Context: an optimization exercise on an open-source flow, tuned for small area, a short achievable clock period and few clock cycles per item. The choices shown serve that exercise and are no tape-out recipe.
The RTL was checked by simulation tests, not by an equivalence proof against the original design.
Power figures rest on the tool's default switching activity, not on a simulated workload.

$ cat flow/config.mk
export PLATFORM = sky130hd
export DESIGN_NAME = riscv
export DESIGN_NICKNAME = riscv
export VERILOG_FILES = /design/flow/design.v
export SDC_FILE = /design/flow/constraint.sdc
export NUM_CORES = 4
export LEC_CHECK = 0
export CAP_MARGIN = 20
export CORE_MARGIN = 2
export CORE_UTILIZATION = 40
export SETUP_SLACK_MARGIN = 3
export SLEW_MARGIN = 20
export TNS_END_PERCENT = 0
$ cat flow/constraint.sdc
create_clock -name core_clock -period 5.5 [get_ports {clk}]
set_input_delay 1.1000 -clock core_clock [delete_from_list [all_inputs] [get_ports {clk}]]
set_output_delay 1.1000 -clock core_clock [all_outputs]
set_load 0.01 [all_outputs]
$ cat flow/design.v
`default_nettype none
package riscv_pkg;
   typedef logic [31:0] xlen_t;
   typedef logic [4:0]  reg_addr_t;
   localparam logic [6:0] OPC_OP     = 7'b0110011;
   localparam logic [6:0] OPC_OP_IMM = 7'b0010011;
   localparam logic [6:0] OPC_LUI    = 7'b0110111;
   localparam logic [6:0] OPC_LOAD   = 7'b0000011;
   localparam logic [6:0] OPC_STORE  = 7'b0100011;
endpackage
`default_nettype wire
`timescale 1ns/1ps
`default_nettype none
module fetch_stage (
   input  logic         clk,
   input  logic         arst_n_i,
   input  logic         d_we_i,       
   input  logic [4:0]   d_rd_i,
   input  logic         d_ld_i,       
   input  logic         x_we_i,       
   input  logic [4:0]   x_rd_i,
   input  logic [31:1]  valid_next_i,
   input  logic [31:0]  inst_i,
   output logic [31:0]  inst_addr_o,
   output logic         inst_ce_o,
   output logic [31:0]  inst_o,
   output logic         inst_v_o,
   output logic [31:1]  sel1_o,       
   output logic [31:1]  sel2_o,
   output logic         fe1_o,        
   output logic         fe2_o,
   output logic         fm1_o,        
   output logic         fm2_o
);
   logic [31:2] pc_q;
   logic        ce_q;
   logic        iv_q;
   logic [31:0] inst_q;
   logic [6:0]  opc;
   logic        use1, f_op, f_st, f_sub, m1, m2, hold, advance;
   assign opc   = inst_i[6:0];
   assign use1  = (opc == riscv_pkg::OPC_OP) | (opc == riscv_pkg::OPC_OP_IMM) |
                  (opc == riscv_pkg::OPC_LOAD) | (opc == riscv_pkg::OPC_STORE);
   assign f_op  = (opc == riscv_pkg::OPC_OP);
   assign f_st  = (opc == riscv_pkg::OPC_STORE);
   assign f_sub = f_op & (((inst_i[14:12] == 3'b000) & inst_i[30]) | (inst_i[14:12] == 3'b010));
   assign m1    = (inst_i[19:15] == d_rd_i);
   assign m2    = (inst_i[24:20] == d_rd_i);
   assign hold    = d_we_i & ((m1 & use1 & d_ld_i) | (m2 & f_op & (d_ld_i | f_sub)));
   assign advance = ce_q & ~hold;
   logic [31:2] pc_inc;
   for (genvar i = 2; i < 32; i++) begin : g_inc
      if (i == 2) begin : g_lsb
         assign pc_inc[i] = 1'b1;
      end else begin : g_up
         assign pc_inc[i] = &pc_q[i-1:2];
      end
   end
   always_ff @(posedge clk or negedge arst_n_i) begin
      if (!arst_n_i) begin
         pc_q <= '0;
         ce_q <= 1'b0;
         iv_q <= 1'b0;
      end else begin
         ce_q <= 1'b1;
         pc_q <= pc_q ^ (pc_inc & {30{advance}});
         iv_q <= advance;
      end
   end
   logic [31:1] sel1_d, sel2_d;
   for (genvar i = 1; i < 32; i++) begin : g_sel
      assign sel1_d[i] = (inst_i[19:15] == 5'(i)) & valid_next_i[i];
      assign sel2_d[i] = (inst_i[24:20] == 5'(i)) & valid_next_i[i];
   end
   always_ff @(posedge clk) begin
      inst_q <= inst_i;
      sel1_o <= sel1_d;
      sel2_o <= sel2_d;
      fe1_o  <= d_we_i & m1;
      fe2_o  <= d_we_i & m2;
      fm1_o  <= x_we_i & (inst_i[19:15] == x_rd_i);
      fm2_o  <= x_we_i & (inst_i[24:20] == x_rd_i);
   end
   assign inst_addr_o = {pc_q, 2'b00};
   assign inst_ce_o   = ce_q;
   assign inst_o      = inst_q;
   assign inst_v_o    = iv_q;
endmodule
`default_nettype wire
`timescale 1ns/1ps
`default_nettype none
module decode_stage (
   input  logic         clk,
   input  logic         arst_n_i,
   input  logic [31:0]  inst_i,
   input  logic         inst_v_i,
   input  logic         fe1_i,
   input  logic         fe2_i,
   input  logic         fm1_i,
   input  logic         fm2_i,
   input  logic [31:0]  rs1_data_i,
   input  logic [31:0]  rs2_data_i,
   input  logic [31:0]  mem_wdata_i,
   input  logic [31:0]  ex_res_i,
   output logic         d_we_o,      
   output logic [4:0]   d_rd_o,
   output logic         d_ld_o,
   output logic [31:0]  a_o,
   output logic [31:0]  b_o,
   output logic [31:0]  t_o,         
   output logic [4:0]   rd_o,
   output logic         we_o,
   output logic         ld_o,
   output logic         st_o,
   output logic         sd_ld_o,     
   output logic         sub_o,
   output logic         and_o,
   output logic         or_o,
   output logic         xor_o,
   output logic         slt_o
);
   logic [6:0]  opcode;
   logic [2:0]  f3;
   logic [4:0]  rs1, rs2, rd;
   logic        is_op, is_opi, is_lui, is_ld, is_st, f3_ok, valid;
   logic        use1, use2, we, sub, m1, m2, e1, e2;
   logic [31:0] imm_i, imm_s, imm_u, imm, rv1, rv2, a_d, b_d, t_d;
   assign opcode = inst_i[6:0];
   assign f3     = inst_i[14:12];
   assign rs1    = inst_i[19:15];
   assign rs2    = inst_i[24:20];
   assign rd     = inst_i[11:7];
   assign f3_ok  = (f3 == 3'b000) | (f3 == 3'b111) | (f3 == 3'b110) | (f3 == 3'b100);
   assign is_op  = inst_v_i & (opcode == riscv_pkg::OPC_OP)     & (f3_ok | (f3 == 3'b010));
   assign is_opi = inst_v_i & (opcode == riscv_pkg::OPC_OP_IMM) & f3_ok;
   assign is_lui = inst_v_i & (opcode == riscv_pkg::OPC_LUI);
   assign is_ld  = inst_v_i & (opcode == riscv_pkg::OPC_LOAD)   & (f3 == 3'b010);
   assign is_st  = inst_v_i & (opcode == riscv_pkg::OPC_STORE)  & (f3 == 3'b010);
   assign valid  = is_op | is_opi | is_lui | is_ld | is_st;
   assign use1 = is_op | is_opi | is_ld | is_st;
   assign use2 = is_op | is_st;
   assign we   = (is_op | is_opi | is_lui | is_ld) & (rd != 5'd0);
   assign imm_i = {{20{inst_i[31]}}, inst_i[31:20]};
   assign imm_s = {{20{inst_i[31]}}, inst_i[31:25], inst_i[11:7]};
   assign imm_u = {inst_i[31:12], 12'b0};
   assign imm   = is_lui ? imm_u : (is_st ? imm_s : imm_i);
   assign m1  = fm1_i;
   assign m2  = fm2_i;
   assign rv1 = m1 ? mem_wdata_i : rs1_data_i;
   assign rv2 = m2 ? mem_wdata_i : rs2_data_i;
   assign e1 = fe1_i;
   assign e2 = fe2_i;
   assign d_we_o  = we;
   assign d_rd_o  = rd;
   assign d_ld_o  = is_ld;
   assign sub = is_op & (((f3 == 3'b000) & inst_i[30]) | (f3 == 3'b010));
   assign a_d = (use1 & e1) ? ex_res_i : (is_lui ? '0 : rv1);
   assign b_d = (is_op & e2) ? ex_res_i : (is_op ? (rv2 ^ {32{sub}}) : imm);
   assign t_d = e2 ? ex_res_i : rv2;
   always_ff @(posedge clk) begin
      a_o     <= a_d;
      b_o     <= b_d;
      t_o     <= t_d;
      rd_o    <= rd;
      sd_ld_o <= e2 & ld_o;
      sub_o   <= sub;
      and_o   <= (is_op | is_opi) & (f3 == 3'b111);
      or_o    <= (is_op | is_opi) & (f3 == 3'b110);
      xor_o   <= (is_op | is_opi) & (f3 == 3'b100);
      slt_o   <= is_op & (f3 == 3'b010);
   end
   always_ff @(posedge clk or negedge arst_n_i) begin
      if (!arst_n_i) begin
         we_o <= 1'b0;
         ld_o <= 1'b0;
         st_o <= 1'b0;
      end else begin
         we_o <= we;
         ld_o <= is_ld;
         st_o <= is_st;
      end
   end
endmodule
`default_nettype wire
`timescale 1ns/1ps
`default_nettype none
module reg_file (
   input  logic         clk,
   input  logic         arst_n_i,
   input  logic [31:1]  sel1_i,
   input  logic [31:1]  sel2_i,
   input  logic         we_i,
   input  logic [4:0]   rd_i,
   input  logic [31:0]  wdata_i,
   output logic [31:0]  rs1_data_o,
   output logic [31:0]  rs2_data_o,
   output logic [31:1]  valid_next_o
);
   logic [31:0] regs_q [1:31];
   logic [31:1] valid_q;
   logic [31:1] wr;
   for (genvar i = 1; i < 32; i++) begin : g_reg
      assign wr[i] = we_i && rd_i == 5'(i);
      always_ff @(posedge clk) begin
         if (wr[i])
            regs_q[i] <= wdata_i;
      end
      always_ff @(posedge clk or negedge arst_n_i) begin
         if (!arst_n_i)
            valid_q[i] <= 1'b0;
         else if (wr[i])
            valid_q[i] <= 1'b1;
      end
   end
   assign valid_next_o = valid_q | wr;
   always_comb begin
      rs1_data_o = '0;
      rs2_data_o = '0;
      for (int i = 1; i < 32; i++) begin
         rs1_data_o = rs1_data_o | (regs_q[i] & {32{sel1_i[i]}});
         rs2_data_o = rs2_data_o | (regs_q[i] & {32{sel2_i[i]}});
      end
   end
endmodule
`default_nettype wire
`timescale 1ns/1ps
`default_nettype none
module execute_stage (
   input  logic         clk,
   input  logic         arst_n_i,
   input  logic [31:0]  a_i,
   input  logic [31:0]  b_i,
   input  logic [31:0]  t_i,
   input  logic [4:0]   rd_i,
   input  logic         we_i,
   input  logic         ld_i,
   input  logic         st_i,
   input  logic         sd_ld_i,
   input  logic         sub_i,
   input  logic         and_i,
   input  logic         or_i,
   input  logic         xor_i,
   input  logic         slt_i,
   input  logic [31:0]  data_i,
   output logic [31:0]  res_d_o,     
   output logic [31:0]  res_o,
   output logic [31:0]  sd_o,
   output logic [4:0]   rd_o,
   output logic         we_o,
   output logic         ld_o,
   output logic         st_o,
   output logic         ce_o
);
   logic [31:0] op_a, op_bx, op_b, sum, logic_r, res, sd;
   logic        lt, arith;
   assign op_a  = a_i;
   assign op_bx = b_i;
   assign op_b  = op_bx;             
   logic [31:0] g [6];
   logic [31:0] p [6];
   logic [32:0] c;
   assign g[0] = op_a & op_bx;
   assign p[0] = op_a | op_bx;
   for (genvar l = 0; l < 5; l++) begin : g_lvl
      localparam int D = 1 << l;
      for (genvar i = 0; i < 32; i++) begin : g_bit
         if (i >= D) begin : g_op
            assign g[l+1][i] = g[l][i] | (p[l][i] & g[l][i-D]);
            assign p[l+1][i] = p[l][i] & p[l][i-D];
         end else begin : g_pass
            assign g[l+1][i] = g[l][i];
            assign p[l+1][i] = p[l][i];
         end
      end
   end
   assign c   = {g[5] | (p[5] & {32{sub_i}}), sub_i};
   assign sum = op_a ^ (op_bx ^ c[31:0]);
   assign lt  = (op_a[31] ^ op_bx[31]) ? ~c[31] : op_a[31];
   assign arith   = ~(and_i | or_i | xor_i | slt_i);
   assign logic_r = ({32{and_i}} & (op_a & op_b)) | ({32{or_i}} & (op_a | op_b)) |
                    ({32{xor_i}} & (op_a ^ op_b));
   assign res     = ({32{arith}} & sum) | logic_r | {31'b0, slt_i & lt};
   assign sd = sd_ld_i ? data_i : t_i;
   assign res_d_o = res;
   always_ff @(posedge clk) begin
      res_o <= res;
      sd_o  <= sd;
      rd_o  <= rd_i;
   end
   always_ff @(posedge clk or negedge arst_n_i) begin
      if (!arst_n_i) begin
         we_o <= 1'b0;
         ld_o <= 1'b0;
         st_o <= 1'b0;
         ce_o <= 1'b0;
      end else begin
         ce_o <= ld_i | st_i;
         we_o <= we_i;
         ld_o <= ld_i;
         st_o <= st_i;
      end
   end
endmodule
`default_nettype wire
`timescale 1ns/1ps
`default_nettype none
module mem_wb_stage (
   input  logic         clk,
   input  logic         arst_n_i,
   input  logic [31:0]  res_i,
   input  logic [31:0]  sd_i,
   input  logic         ld_i,
   input  logic         st_i,
   input  logic         ce_i,
   input  logic [31:0]  data_i,
   output logic [31:0]  data_addr_o,
   output logic [31:0]  data_o,
   output logic         data_ce_o,
   output logic         data_we_o,
   output logic [31:0]  wdata_o
);
   assign data_addr_o = res_i;
   assign data_o      = sd_i;
   assign data_ce_o   = ce_i;         
   assign data_we_o   = st_i;
   assign wdata_o     = ld_i ? data_i : res_i;
endmodule
`default_nettype wire
`timescale 1ns/1ps
`default_nettype none
module riscv (
   input  logic         clk,
   input  logic         arst_n_i,
   input  logic [31:0]  inst_i,
   output logic [31:0]  inst_addr_o,
   output logic         inst_ce_o,
   input  logic [31:0]  data_i,
   output logic [31:0]  data_addr_o,
   output logic [31:0]  data_o,
   output logic         data_ce_o,
   output logic         data_we_o
);
   logic        d_we, d_ld;
   logic [4:0]  d_rd;
   logic [31:0] inst;
   logic        inst_v;
   logic [31:1] sel1, sel2, valid_next;
   logic        fe1, fe2, fm1, fm2;
   logic [31:0] rs1_data, rs2_data;
   logic [31:0] id_a, id_b;
   logic [31:0] id_t;
   logic [4:0]  id_rd;
   logic        id_we, id_ld, id_st;
   logic        id_sd_ld;
   logic        id_sub, id_and, id_or, id_xor, id_slt;
   logic [31:0] ex_res_d, ex_res, ex_sd;
   logic [4:0]  ex_rd;
   logic        ex_we, ex_ld, ex_st, ex_ce;
   logic [31:0] wdata;
   fetch_stage i_fetch_stage (
      .clk         (clk),
      .arst_n_i    (arst_n_i),
      .d_we_i      (d_we),
      .d_rd_i      (d_rd),
      .d_ld_i      (d_ld),
      .x_we_i      (id_we),
      .x_rd_i      (id_rd),
      .valid_next_i(valid_next),
      .inst_i      (inst_i),
      .inst_addr_o (inst_addr_o),
      .inst_ce_o   (inst_ce_o),
      .inst_o      (inst),
      .inst_v_o    (inst_v),
      .sel1_o      (sel1),
      .sel2_o      (sel2),
      .fe1_o       (fe1),
      .fe2_o       (fe2),
      .fm1_o       (fm1),
      .fm2_o       (fm2)
   );
   decode_stage i_decode_stage (
      .clk         (clk),
      .arst_n_i    (arst_n_i),
      .inst_i      (inst),
      .inst_v_i    (inst_v),
      .fe1_i       (fe1),
      .fe2_i       (fe2),
      .fm1_i       (fm1),
      .fm2_i       (fm2),
      .rs1_data_i  (rs1_data),
      .rs2_data_i  (rs2_data),
      .mem_wdata_i (wdata),
      .ex_res_i    (ex_res_d),
      .d_we_o      (d_we),
      .d_rd_o      (d_rd),
      .d_ld_o      (d_ld),
      .a_o         (id_a),
      .b_o         (id_b),
      .t_o         (id_t),
      .rd_o        (id_rd),
      .we_o        (id_we),
      .ld_o        (id_ld),
      .st_o        (id_st),
      .sd_ld_o     (id_sd_ld),
      .sub_o       (id_sub),
      .and_o       (id_and),
      .or_o        (id_or),
      .xor_o       (id_xor),
      .slt_o       (id_slt)
   );
   reg_file i_reg_file (
      .clk        (clk),
      .arst_n_i   (arst_n_i),
      .sel1_i     (sel1),
      .sel2_i     (sel2),
      .we_i       (ex_we),
      .rd_i       (ex_rd),
      .wdata_i    (wdata),
      .rs1_data_o (rs1_data),
      .rs2_data_o (rs2_data),
      .valid_next_o (valid_next)
   );
   execute_stage i_execute_stage (
      .clk      (clk),
      .arst_n_i (arst_n_i),
      .a_i      (id_a),
      .b_i      (id_b),
      .t_i      (id_t),
      .rd_i     (id_rd),
      .we_i     (id_we),
      .ld_i     (id_ld),
      .st_i     (id_st),
      .sd_ld_i  (id_sd_ld),
      .sub_i    (id_sub),
      .and_i    (id_and),
      .or_i     (id_or),
      .xor_i    (id_xor),
      .slt_i    (id_slt),
      .data_i   (data_i),
      .res_d_o  (ex_res_d),
      .res_o    (ex_res),
      .sd_o     (ex_sd),
      .rd_o     (ex_rd),
      .we_o     (ex_we),
      .ld_o     (ex_ld),
      .st_o     (ex_st),
      .ce_o     (ex_ce)
   );
   mem_wb_stage i_mem_wb_stage (
      .clk         (clk),
      .arst_n_i    (arst_n_i),
      .res_i       (ex_res),
      .sd_i        (ex_sd),
      .ld_i        (ex_ld),
      .st_i        (ex_st),
      .ce_i        (ex_ce),
      .data_i      (data_i),
      .data_addr_o (data_addr_o),
      .data_o      (data_o),
      .data_ce_o   (data_ce_o),
      .data_we_o   (data_we_o),
      .wdata_o     (wdata)
   );
endmodule
`default_nettype wire
$ cat flow/flow/run.sh
#!/bin/bash
set -euo pipefail
export BUFFER_PORTS_ARGS="-buffer_cell sky130_fd_sc_hd__buf_2"
bash standard.sh finish > orfs_make.log 2>&1
$ cat flow/standard.sh
#!/bin/bash
# synth_recipe.tcl (not shown) runs the flow's synth.tcl, then flattens the netlist and writes it again
# the make line also repeats each setting of config.mk as NAME=value (left out here)
make -C /OpenROAD-flow-scripts/flow DESIGN_CONFIG=/design/flow/config.mk WORK_HOME=/design/flow/orfs CLKGATE_MAP_FILE= SYNTH_SCRIPT=/design/flow/synth_recipe.tcl "${@:-finish}"
==> run notes, run 1 <==
The CTS buffer count came out at 142. The wire length of the first global-routing pass is 354 mm. The largest fanout on the critical path came out at 16.

The area of the multi-input gates is 17800 µm². The later pin in the worst-skew pair is clocked with a latency of 810 ps. The initial utilization of the core area, before any placement, comes to between 40% and 50%. Dividing the detail-routed wire length by the instance count gives 41.9 µm. The floorplan step defined a core boundary enclosing 138000 µm².

The floorplan step set the die height to 377 µm. The cell leakage power came out at ~23 nW. The placer congestion estimate is 0.988.

TritonCTS built the clock tree. The post-route DRC violation count came out at 0. The number of vias per cell after detailed routing came out at 7.33. Setup repair after global routing could not meet its margin everywhere. Entering global routing, the biggest net connects 52 pins.

In this run the deepest clock path goes through 3 buffers. The total count of hold-check failures in the final report came out at 0. The clock-pin slew reported for the worst setup and hold paths after clock tree synthesis is 60 ps.

The largest individual stage delay along the critical path comes from the cell sky130_fd_sc_hd__dfxtp_4. The final total negative setup slack is 0 ps. The most used flip-flop cell after synthesis is sky130_fd_sc_hd__edfxtp_1. For this block, the initial DRC count from the detailed router was 8690. The number of global-route vias before repair was 42900. The required time at the endpoint of the critical path is 6150 ps. The distinct cell type count of the synthesized netlist came out at 75. The worst register-to-register path begins at i_fetch_stage.sel2_o[7]$_DFF_P_. The final count of pins violating max slew was 0. The remaining number of nets flagged by the antenna check after routing is 0. The kind of cell with the highest combined delay along the critical path is compound AO/OA/AOI/OAI gates.

The length of the first detailed-routing pass in iterations is 8. The global-route total usage across every layer is 36.0%. The critical path is of the reg2reg type. The count of filler cells inserted in the layout came out at 12100.

The clock period could shrink to approximately 3200 ps. The growth of design area from synthesis to finish came out at 16.3%. STA classifies the critical path startpoint as a register.

The minimum setup slack among reg-to-reg paths came out at 2310 ps. The flow ran to the end and the layout has no timing, DRC or antenna violations. The data arrival time of the critical path came out at between 3000 and 4000 ps. The number of standard cells in the final layout excluding fillers is 6254. The critical path starts at i_fetch_stage.sel2_o[7]$_DFF_P_. The maximum clock frequency is 313 MHz. On the final layout, the worst clock skew is 31.3 ps.

The path class of the lowest-slack min-delay path is in2async. The cell sitting at the root of the clock tree is a sky130_fd_sc_hd__clkbuf_16. From left edge to right edge, the die measures 377 µm. After detailed placement, the total cell area comes to 59300 µm². The area used by sequential logic in the layout came out at 37200 µm². The final worst-path cycle share is 58.0%. Sequential cells were found to cover 66.4% of the synthesized design area. Synthesis produced around 4100 cells. The highest ir drop seen on vdd is 0.000335 V.

The initial antenna violation count is 16. The number of storage elements in the synthesis netlist is 1336. The setup-violating endpoint count in the final report came out at 0. The count of clock tree sinks came out at ~1300. The fraction of layout cells with a size suffix above 1 came out at 18.7%. The number of levels in the clock H-tree is 4.

The fraction of synthesis flops using an asynchronous set or reset pin is 5.24%. The final net count is 4462. The max-slew headroom at the worst pin is between 10% and 20%. The mean post-synth cell area is 13.5 µm². The number of violations of the max-capacitance limit is 0. The overall overflow remaining after global route is 0.

The synthesis warning total came out at 7. The mapped cell area came out at 55700 µm². The design area came out at 64800 µm². Detailed placement ended at an HPWL of around 150 mm. Together, buffers and inverters on the worst path number 2. The detailed-route via count came out at 45900.

The power per standard cell area came out at about 330 nW/µm². Counting flops with a built-in enable in the synthesized netlist gives 992. The count of input and output buffers came out at 162. At the pin with the least slew margin, the transition time is 1310 ps.

The worst setup path is captured at a register. The critical path's largest stage delay is 480 ps. Counting tap cells, the placed design contains a total of 5957 instances. The cell row count came out at 136. The total die area came out at roughly 140000 µm². 165 I/O pins were placed. Summed over all layers, the routed wires come to about 260 mm. The critical path goes through buf_4 > buf_4 > a22o_1 > a221oi_1 > nand4_1 > nor3_1 > a21oi_1 > xor2_1 > a221oi_1 > a21oi_1.
## state kept, by name, indices dropped and copies added (netlist names), 5 cells and up
register,flops
i_fetch_stage.inst_q,32
i_decode_stage.rd_o,5
i_decode_stage.a_o,32
i_fetch_stage.pc_q,30
i_execute_stage.sd_o,32
i_decode_stage.t_o,32
i_reg_file.valid_q,31
i_decode_stage.b_o,32
i_reg_file.regs_q,992
i_execute_stage.res_o,32
i_fetch_stage.sel1_o,31
i_fetch_stage.sel2_o,31
i_execute_stage.rd_o,5
## cells by family after synthesis
logic type	count (synthesis)	share of synthesized area (%)
AOI/OAI and AO/OA	1301	17.8
xor gates and xnor gates	139	2.18
adders and majority gates	66	1.49
buffers and inverters	460	3.14
DFF	1336	66.4
muxes	115	2.23
other	2	0.0135
and+or+nand+nor	712	6.71
## layout make-up
cell class | instances | share of cell area, %
multi-input cells | 2336 | 27.4
clock buffers | 175 | 5.86
repair buffers | 325 | 3.28
clock inverters | 85 | 1.52
well taps | 1794 | 3.46
repair inverters | 1 | 0.0116
inverters | 188 | 1.09
diodes | 14 | 0.0540
flip-flops and latches | 1336 | 57.3
## cells in the final DEF, fill, tap and decap left out, drive strengths merged, types with 31 or more instances in the layout
cell	n
clkinv	53
ha	65
xor2	65
nand4	139
buf	325
nand2	90
a21oi	166
xnor2	74
mux2	75
nor4	31
a221oi	242
dfxtp	274
a22oi	519
mux2i	40
clkbuf	175
nor3	111
nand3	139
a22o	225
edfxtp	992
dfrtp	70
o21ai	59
inv	197
nor2	108
## per-stage QoR
step                power [mW]  utilization [%]  setup slack, ps  hold slack, ps
floorplan                 11.5                -             2720             346
global placement          11.8             43.0             1590             354
detailed placement        11.8             43.0             1570             356
CTS                       21.6             46.7             2450             246
global route              22.1             47.0             2410             267
finish                    21.6             47.0             2310             257
## per-layer routing
metal  share of wire (%)  vias to the layer above  track usage (%)  routed length, µm
li1                    -                    17000                -                  -
met1                  33                    22300             43.0              85900
met2                  41                     4906             52.0             107000
met3                  17                     1576             17.1              45100
met4                 8.9                       20             23.1              23300
met5               0.092                        -                0                240
## where the power goes
group          total [mW]  switching (mW)  internal (mW)
Clock                10.0            4.21           5.80
Combinational       0.621           0.437          0.184
Sequential           11.0          0.0935           10.9
## cells in the mapped netlist (all sizes together) (11+ instances only)
library cell / instances / area share (%)
nand2b: 18 / 0.21
nor3: 111 / 1.0
a22oi: 519 / 7.0
nand2: 90 / 0.62
edfxtp: 992 / 53
nand4: 139 / 1.6
nor4: 31 / 0.37
or4: 24 / 0.33
a22o: 225 / 3.5
nor2b: 11 / 0.12
nor2: 108 / 0.73
nand3: 139 / 1.2
mux2: 75 / 1.5
ha: 65 / 1.5
o21ai: 59 / 0.54
xor2: 65 / 1.0
a211oi: 14 / 0.19
a221oi: 242 / 3.8
buf: 40 / 0.31
clkbuf: 232 / 1.6
xnor2: 74 / 1.2
inv: 188 / 1.3
dfxtp: 274 / 9.8
dfrtp: 70 / 3.1
mux2i: 40 / 0.72
a21oi: 166 / 1.5
## what timing repair did
action,CTS,global route
buffers inserted,9,12
pin swaps,17,25
hold buffers,0,0
gates resized for setup,56,56
cloned,0,1
endpoints found under the setup margin,1386,1372
## worst paths after layout
path | cells after the start | end
worst min-delay path | 1 | i_reg_file.valid_q[8]$_DFFE_PN0P_
worst max register to register | 10 | i_decode_stage.b_o[13]$_DFF_P_
worst min register to register | 0 | i_execute_stage.st_o$_DFF_PN0_
max in group asynchronous | 2 | i_execute_stage.ld_o$_DFF_PN0_
worst max-delay path | 10 | i_decode_stage.b_o[13]$_DFF_P_
min in group core_clock | 0 | i_execute_stage.st_o$_DFF_PN0_
Testbench counts, summed over its fixed seeds: cycles 21,019, insts 20,192.
==> inputs of run 2 (changes only) <==
--- a/flow/config.mk
+++ b/flow/config.mk
@@ -8,6 +8,8 @@
 export CAP_MARGIN = 20
 export CORE_MARGIN = 2
 export CORE_UTILIZATION = 40
+export CTS_CLUSTER_DIAMETER = 60
+export CTS_CLUSTER_SIZE = 20
 export SETUP_SLACK_MARGIN = 3
 export SLEW_MARGIN = 20
 export TNS_END_PERCENT = 0
==> run notes, run 2 <==
By area the synthesized netlist is led by sky130_fd_sc_hd__edfxtp_1, sky130_fd_sc_hd__dfxtp_1, sky130_fd_sc_hd__a22oi_1. The worst clock skew is 55.2 ps. The remaining number of nets flagged by the antenna check after routing is 0. The max-slew headroom at the worst pin is between 10% and 20%. In the post-synthesis netlist, the cell with the most instances is sky130_fd_sc_hd__edfxtp_1. The number of global-route vias before repair came out at 42600. Leaving out fill and tap cells, the most frequent cell in the layout is sky130_fd_sc_hd__edfxtp_1. The sum of buffers and inverters on the critical path came out at 1. The synthesis warning total came out at 7. The overall die height came out at roughly 380 µm. The final critical path takes up 57.8% of the cycle. The tool flagged a number of max-cap violations equal to 0. The register with the most flip-flops in the layout has slightly below 1000 of them. The placed instances occupy a cell area of roughly 60000 µm².

The main flop type after synthesis is sky130_fd_sc_hd__edfxtp_1. The detailed-route via count came out at 45500. The category of the worst setup path launch point is a register.

The cell row count came out at approximately 140. The initial antenna violation count is 18. Data on the critical path arrives at its endpoint at 3830 ps. Summed over all failing endpoints, the final setup total negative slack is 0 ps. The post-route DRC violation count is 0. The growth of design area from synthesis to finish came out at 14.4%.

The mean post-synth cell area is 13.5 µm². Setup violations remaining at the end of the flow were counted as 0. The global-route total usage across every layer came out at a little over a third. No sink is reached through more buffers than the 3 on the longest clock path. The largest fanout on the critical path is 21. The flow ran to the end and the layout has no timing, DRC or antenna violations.

In this design, the largest share of critical-path delay is due to simple AND/OR/NAND/NOR gates. Ranked by flip-flop count, first place goes to i_reg_file.regs_q. The number of vias per cell after detailed routing came out at 7.36. In this run, synthesis inferred 992 flip-flops with an integrated enable.

The path class of the tightest hold or removal check is in2async. The commonest cells after synthesis are sky130_fd_sc_hd__edfxtp_1, sky130_fd_sc_hd__a22oi_1, sky130_fd_sc_hd__dfxtp_1, sky130_fd_sc_hd__a221oi_1, sky130_fd_sc_hd__clkbuf_1. The number of violations reported at the end of detailed-routing iteration 0 came out at 8719. Of the synthesized area, sequential elements account for 66.4%. Summing every instance area after synthesis gives 55700 µm².

The highest ir drop seen on vdd is ~0.00028 V. The kind of capture point of the worst setup path is a register. The required time at the endpoint of the critical path is 6150 ps.

The routed wirelength normalized by instance count is 42.2 µm. The CTS tree is done. The fraction of layout cells with a size suffix above 1 is a little under a fifth. For this configuration, the core starts out at a cell density of 40.4%.

Summed over all layers, the routed wires come to 261 mm. The cell leakage power came out at 22.1 nW. The fraction of synthesis flops using an asynchronous set or reset pin came out at 5.24%.

Setup repair after global routing could not meet its margin everywhere. For this design the top-level I/O count stands at 165. The wire length of the first global-routing pass came out at between 300 and 400 mm. The placer congestion estimate came out at ~1. The number of standard cells after synthesis came out at 4131. The slowest stage of the critical path is the sky130_fd_sc_hd__nor4_1 cell. The die width is 377 µm. The clock root buffer master is sky130_fd_sc_hd__clkbuf_16. The number of levels in the clock H-tree is 3. The critical path's largest stage delay came out at about 790 ps. The completed layout was analyzed and its total power is 20.0 mW. The pre-antenna-repair detailed-routing pass consisted of 8 iterations.

The total die area came out at 142000 µm². The final count of pins violating max slew is 0. The share of synthesized area in the top cell type comes to 53.4%. Traced cell by cell, the critical path runs through buf_4 > a22o_1 > a221oi_1 > nand3_1 > nor4_1 > a211oi_1 > mux2_2. The critical path in this run is classified as reg2reg. The total count of hold-check failures in the final report came out at 0. The count of clock tree sinks is around 1300. The design area came out at about 64000 µm². The clock reaches the later pin of the worst-skew pair after 810 ps. The clock-pin slew reported for the worst setup and hold paths after clock tree synthesis came out at 90 ps. The maximum clock frequency is 314 MHz. After clock tree synthesis, the flow added hold-fix buffers numbering 0.

The cell type contributing the most total cell area after synthesis is sky130_fd_sc_hd__edfxtp_1. The number of storage elements in the synthesis netlist came out at 1336. The overall overflow remaining after global route is 0. The area of the placeable core came out at 138000 µm². The wire-length estimate of the detail-placed layout is 152 mm. The count of filler cells inserted in the layout came out at 12200. After the last flow step, the layout net total stands at around 4400. The CTS buffer count is 106. The post-route minimum period is ~3200 ps. The power per standard cell area came out at 313 nW/µm². The count of input and output buffers came out at 162. At the pin with the least slew margin, the transition time is between 1000 and 1500 ps.

Entering global routing, the biggest net connects 52 pins. The distinct cell type count of the synthesized netlist is 75. Leaving out fill and tap cells, the most frequent cells in the layout are sky130_fd_sc_hd__edfxtp_1, sky130_fd_sc_hd__a22oi_1, sky130_fd_sc_hd__a221oi_1.
run 2: cell types whose count changed in the layout (fill, tap and decap cells not counted), moves of 10 or more:
cell	delta
sky130_fd_sc_hd__clkbuf_1	-15
sky130_fd_sc_hd__bufinv_16	-11
sky130_fd_sc_hd__clkbuf_16	-37
sky130_fd_sc_hd__clkinv_2	-18
sky130_fd_sc_hd__clkinv_1	-17
sky130_fd_sc_hd__inv_8	+10
run 2: where the power goes:
| part | total, mW | switching, mW | internal [mW] |
|---|---|---|---|
| sequential | 11.0 | 0.0936 | 10.9 |
| clock | 8.37 | 4.19 | 4.18 |
| combinational | 0.620 | 0.437 | 0.183 |
run 2: per-layer routing:
| layer | GRT usage, % | share of wire [%] | up-vias | routed length [µm] |
|---|---|---|---|---|
| met5 | 0.755 | 0.23 | - | 603 |
| met4 | 23.0 | 8.9 | 34 | 23100 |
| met3 | 16.9 | 17 | 1566 | 45100 |
| met2 | 51.8 | 41 | 4834 | 107000 |
| met1 | 42.5 | 33 | 22100 | 85600 |
| li1 | - | - | 16900 | - |
run 2: cell type report:
| type | instances | area [µm²] | area share (%) |
|---|---|---|---|
| antenna | 11 | 27.5 | 0.0432 |
| clock buffer | 121 | 2790 | 4.38 |
| clock inverter | 80 | 960 | 1.51 |
| inverter | 188 | 706 | 1.11 |
| multi-input combinational | 2336 | 17800 | 27.9 |
| sequential | 1336 | 37200 | 58.3 |
| tap | 1794 | 2240 | 3.52 |
| timing repair buffer | 320 | 2090 | 3.28 |
run 2: through the flow:
| stage | utilization (%) | cells | hold WS, ps | worst slack (ps) |
|---|---|---|---|---|
| CTS | 46.0 | 6167 | 271 | 2440 |
| detailed placement | 43.0 | 5957 | 356 | 1570 |
| global placement | 43.0 | 5956 | 354 | 1590 |
| finish | 46.3 | 6186 | 257 | 2320 |
| global route | 46.2 | 6175 | 282 | 2340 |
| floorplan | - | 4132 | 346 | 2720 |
run 2: worst register-to-register path, cell delays in order (launching register included):
cell	delay (ps)
sky130_fd_sc_hd__dfxtp_2	510
sky130_fd_sc_hd__buf_4	450
sky130_fd_sc_hd__a22o_1	330
sky130_fd_sc_hd__a221oi_1	330
sky130_fd_sc_hd__nand3_1	150
sky130_fd_sc_hd__nor4_1	790
sky130_fd_sc_hd__a211oi_1	170
sky130_fd_sc_hd__mux2_2	320
run 2: worst paths after layout:
path | end | slack [ps] | startpoint | cells past startpoint
worst max-delay path | i_decode_stage.a_o[31]$_DFF_P_ | 2320 | i_fetch_stage.sel1_o[1]$_DFF_P_ | 7
worst min-delay path | i_reg_file.valid_q[14]$_DFFE_PN0P_ | 260 | arst_n_i | 1
worst max register to register | i_decode_stage.a_o[31]$_DFF_P_ | 2320 | i_fetch_stage.sel1_o[1]$_DFF_P_ | 7
worst min register to register | i_execute_stage.st_o$_DFF_PN0_ | 370 | i_decode_stage.st_o$_DFF_PN0_ | 0
max in group asynchronous | i_execute_stage.ld_o$_DFF_PN0_ | 4190 | arst_n_i | 2
min in group core_clock | i_execute_stage.st_o$_DFF_PN0_ | 370 | i_decode_stage.st_o$_DFF_PN0_ | 0
run 2: cell families after synthesis:
group,share of synthesized area (%)
AOI/OAI and AO/OA,17.8
xor gates and xnor gates,2.18
adders and majority gates,1.49
buffers and inverters,3.14
DFF,66.4
muxes,2.23
other,0.0135
and+or+nand+nor,6.71
run 2: what timing repair did:
action                                 in CTS  in global routing
endpoints found under the hold margin       0                  0
gates resized for setup                    57                 57
pin swaps                                  15                 23
setup endpoints to repair                1371               1379
setup buffers                               9                  6
==> inputs of run 3 (changes only) <==
--- a/flow/config.mk
+++ b/flow/config.mk
@@ -5,11 +5,11 @@
 export SDC_FILE = /design/flow/constraint.sdc
 export NUM_CORES = 4
 export LEC_CHECK = 0
-export CAP_MARGIN = 20
+export CAP_MARGIN = 10
 export CORE_MARGIN = 2
 export CORE_UTILIZATION = 40
 export CTS_CLUSTER_DIAMETER = 60
 export CTS_CLUSTER_SIZE = 20
 export SETUP_SLACK_MARGIN = 3
-export SLEW_MARGIN = 20
+export SLEW_MARGIN = 10
 export TNS_END_PERCENT = 0
==> run notes, run 3 <==
The run finished with no timing, DRC or antenna violations. The XOR/XNOR share of the synthesized area came out at 2.18%. The average instance in the mapped netlist occupies between 10 and 15 µm².

Summing the areas of all and, or, nand and nor instances in the mapped netlist gives 6.71% of the synthesized area. After synthesis, the largest family of logic cells by area is compound AO/OA/AOI/OAI gates. The total count of hold-check failures in the final report came out at 0. The maximum clock frequency is 313 MHz. In the layout the commonest cells are sky130_fd_sc_hd__edfxtp_1, sky130_fd_sc_hd__a22oi_1, sky130_fd_sc_hd__a221oi_1.

Synthesis produced 4131 cells. The number of global-route vias before repair is 42600. The number of violations of the max-capacitance limit came out at 0. The power per standard cell area is 317 nW/µm². By count the netlist is led by sky130_fd_sc_hd__edfxtp_1, sky130_fd_sc_hd__a22oi_1, sky130_fd_sc_hd__dfxtp_1, sky130_fd_sc_hd__a221oi_1, sky130_fd_sc_hd__clkbuf_1. The later-pin clock latency in the skew report is 790 ps.

In this run, placement finished with an instance count of 5956. The CTS buffer count is 110. The post-route minimum period came out at 3200 ps. The library cell used most frequently in the layout, excluding fill and tap cells, is sky130_fd_sc_hd__edfxtp_1. The required time at the endpoint of the critical path is 5900 ps. The number of violations reported at the end of detailed-routing iteration 0 is 8431. The worst reg2reg path endpoint is i_reg_file.regs_q[17][27]$_DFFE_PP_. The clock-pin slew reported for the worst setup and hold paths after clock tree synthesis is 80 ps.

The highest ir drop seen on vdd came out at 0.000253 V. The transition at the pin with the smallest max-transition slack came out at 1410 ps. The mapped cell area is about 56000 µm². In the final timing run, aggregate negative setup slack is 0 ps.

Walking the worst path, the cells encountered are nor2b_1 > nand3_1 > nor2_4 > buf_4. The adder-cell area share of the yosys netlist came out at 1.49%. In the routed design, unresolved DRC markers number 0. The growth of design area from synthesis to finish is 14.5%. The most used flip-flop cell after synthesis is sky130_fd_sc_hd__edfxtp_1. The fraction of layout cells with a size suffix above 1 is 18.3%.

The total die area came out at 142000 µm². The critical path's largest stage delay came out at between 1000 and 1500 ps. The number of levels in the clock H-tree came out at 3. The mux cell area share after synthesis came out at 2.23%.

The proportion of power drawn by flip-flops and latches came out at 54.3%. The detailed-route via count came out at 45400. The number of flip-flops under the largest register name is approximately 990. The synthesized design spends more area on one cell type than any other, namely sky130_fd_sc_hd__edfxtp_1.

The number of standard cells in the final layout excluding fillers is 6191. The path class of the tightest hold or removal check is in2async. Global routing used a little over a third of the available tracks. The worst register-to-register path begins at i_execute_stage.we_o$_DFF_PN0_.

The routed wirelength normalized by instance count is 42.1 µm. In this run the register-to-register setup slack is 2300 ps. The number of primary I/O pins is 165.

The routed design has 261 mm of wire. The placer congestion estimate is 0.988. Combinational cells account for 3.1% of the total power. The remaining number of nets flagged by the antenna check after routing is 0. The cell row count came out at approximately 140. The synthesis warning total is 7. The largest net degree at the start of global routing is 52.

The cell leakage power came out at 22.1 nW. The kind of capture point of the worst setup path is a register. The maximum root-to-sink buffer count is 3. The count of filler cells inserted in the layout is around 12000. The portion of total power attributed to the clock network is 42.7%. The final layout contains approximately 4400 nets. The synthesized netlist devotes between 10% and 20% of its cell area to compound gates. The cell internal power dissipation came out at 15.4 mW. In this design, the largest share of critical-path delay is due to simple AND/OR/NAND/NOR gates. The distinct cell type count of the synthesized netlist came out at 75. The share of total power consumed by net switching came out at 23.7%. Setup repair after global routing could not meet its margin everywhere. The final count of pins violating max slew is 0. For this configuration, the core starts out at a cell density of 40.4%. The die width came out at around 380 µm. The sum of buffers and inverters on the critical path came out at 1. The count of input and output buffers is roughly 160.

Of all nets on the critical path, the largest fanout is 19. The category of the worst setup path launch point is a register. After legalization and detailed placement, the total HPWL measured 152 mm.

TritonCTS built the clock tree. The number of storage elements in the synthesis netlist came out at 1336. The overall die height is between 300 and 400 µm. The area of the placeable core came out at 138000 µm².

In the finished design, the share of the clock period the worst path needs comes to 58.2%. The data arrival time of the critical path is 3600 ps. After synthesis, the cell types taking the most area are sky130_fd_sc_hd__edfxtp_1, sky130_fd_sc_hd__dfxtp_1, sky130_fd_sc_hd__a22oi_1. The overall overflow remaining after global route came out at 0. The cell with the most instances after synthesis is sky130_fd_sc_hd__edfxtp_1. The max-slew headroom at the worst pin came out at between 5 and 6%. The top register by number of flip-flops is i_reg_file.regs_q. The proportion of netlist area held by the largest area contributor is between 50 and 60%. The type of the worst setup path is reg2reg. The sequential element share of the synthesized area is roughly 66%. The length of the first detailed-routing pass in iterations is 7.

The worst clock skew came out at between 40 and 50 ps. In this run the power spent charging and discharging nets is roughly 4.8 mW. The count of clock tree sinks came out at 1336. The largest individual stage delay along the critical path comes from the cell sky130_fd_sc_hd__nor2_4. Setup violations remaining at the end of the flow were counted as 0. The number of buffers inserted for hold repair after clock tree synthesis came out at 0. The number of enable flip-flop cells after synthesis is just under 1000. The cell sitting at the root of the clock tree is a sky130_fd_sc_hd__clkbuf_16. Using the TritonRoute via totals, the vias-per-cell ratio works out to 7.34. In the synthesized netlist the async set-or-reset flop fraction comes to 5.24%. The number of cells traversed by the worst register-to-register path came out at 4.

The initial antenna violation count came to 16. The first global-routing pass estimated 352 mm of wire.
run 3: per-layer routing:
metal  global-route usage, %  up-vias  wire, µm
met2                    51.4     4783    106000
met5                   0.823        -       387
met3                    18.2     1649     46500
li1                        -    17000         -
met4                    23.7       26     24300
met1                    41.8    22000     84000
run 3: cells by family after synthesis:
family          count (synthesis)
flops                        1336
compound gates               1301
simple gates                  712
buf+inv                       460
xor+xnor                      139
mux                           115
fa+ha+maj                      66
other cells                     2
run 3: what timing repair did:
action                                  4_1_cts  5_1_grt
gates resized for setup                      65       42
endpoints found under the setup margin     1438     1403
cloned                                        0        0
buffers inserted                             15        2
pin swaps                                    20       12
run 3: final cells by class:
type | count | area [µm²] | area share [%]
tap | 1794 | 2240 | 3.52
inverter | 188 | 706 | 1.11
sequential | 1336 | 37200 | 58.2
clock buffer | 117 | 2780 | 4.35
multi-input combinational | 2336 | 17700 | 27.8
antenna | 10 | 25.0 | 0.0392
timing repair buffer | 320 | 2040 | 3.20
clock inverter | 90 | 1110 | 1.74
run 3: worst max path at each step:
stage,to,start,cells after the start
after floorplan,i_fetch_stage.pc_q[31]$_DFF_PN0_,inst_i[24],11
after global placement,i_decode_stage.t_o[0]$_DFF_P_,i_decode_stage.b_o[11]$_DFF_P_,11
after detailed placement,i_decode_stage.b_o[31]$_DFF_P_,i_decode_stage.b_o[10]$_DFF_P_,11
after CTS,i_decode_stage.t_o[26]$_DFF_P_,i_decode_stage.a_o[9]$_DFF_P_,14
after global routing,i_decode_stage.t_o[29]$_DFF_P_,i_decode_stage.a_o[10]$_DFF_P_,13
final,i_reg_file.regs_q[17][27]$_DFFE_PP_,i_execute_stage.we_o$_DFF_PN0_,4
run 3: through the flow:
| stage | util, % | power (mW) | hold slack [ps] | area, µm² | setup slack, ps |
|---|---|---|---|---|---|
| floorplan | - | 11.5 | 346 | 55800 | 2720 |
| global placement | 43.0 | 11.8 | 354 | 59300 | 1590 |
| detailed placement | 43.0 | 11.8 | 354 | 59300 | 1590 |
| CTS | 46.1 | 20.2 | 266 | 63600 | 2450 |
| global route | 46.3 | 20.7 | 285 | 63800 | 2390 |
| finish | 46.3 | 20.2 | 273 | 63800 | 2300 |
run 3: worst register-to-register path, delay by kind of cell, from the launching register on:
| kind | cells | cell delay (ps) |
|---|---|---|
| buf+inv | 1 | 610 |
| flops | 1 | 410 |
| simple gates | 3 | 1810 |
run 3: power by group through the flow:
stage	Clock, mW	Sequential, mW	Combinational, mW
finish	8.64	11.0	0.619
global route	8.99	11.0	0.671
CTS	8.65	11.0	0.597
detailed placement	0	11.2	0.582
global placement	0	11.2	0.572
floorplan	0	11.2	0.309

## separate check: timing with driven ports
The flow's constraints put no driver on any port. The routed layouts listed below were extracted and timed again, unchanged, in two steps.
Step 1 (the two cells are an assumption about what drives the block):
set clk [get_ports {clk}]
set_driving_cell -lib_cell sky130_fd_sc_hd__clkbuf_16 $clk
set_driving_cell -lib_cell sky130_fd_sc_hd__buf_2 [delete_from_list [all_inputs] $clk]
Step 2, shift: input delay + t, output delay - t, t = (earliest + latest rising clock arrival at the registers) / 2. This alone moves slack from input paths to output paths.
Slacks: ideal ports / drivers / drivers and shift; pairs: ideal ports / drivers.
| run | t (ns) | setup WS [ns] | hold WS [ns] | pins driven straight from the clock port |
|---|---|---|---|---|
| run 1 | 0.869 | 2.307 / 2.307 / 2.039 | 0.257 / 0.218 / 0.374 | 1 |
| run 2 | 0.861 | 2.320 / 2.320 / 2.052 | 0.257 / 0.218 / 0.367 | 1 |
| run 3 | 0.842 | 2.301 / 2.301 / 2.073 | 0.273 / 0.238 / 0.371 | 1 |
After both steps setup and hold are still met in every run listed.
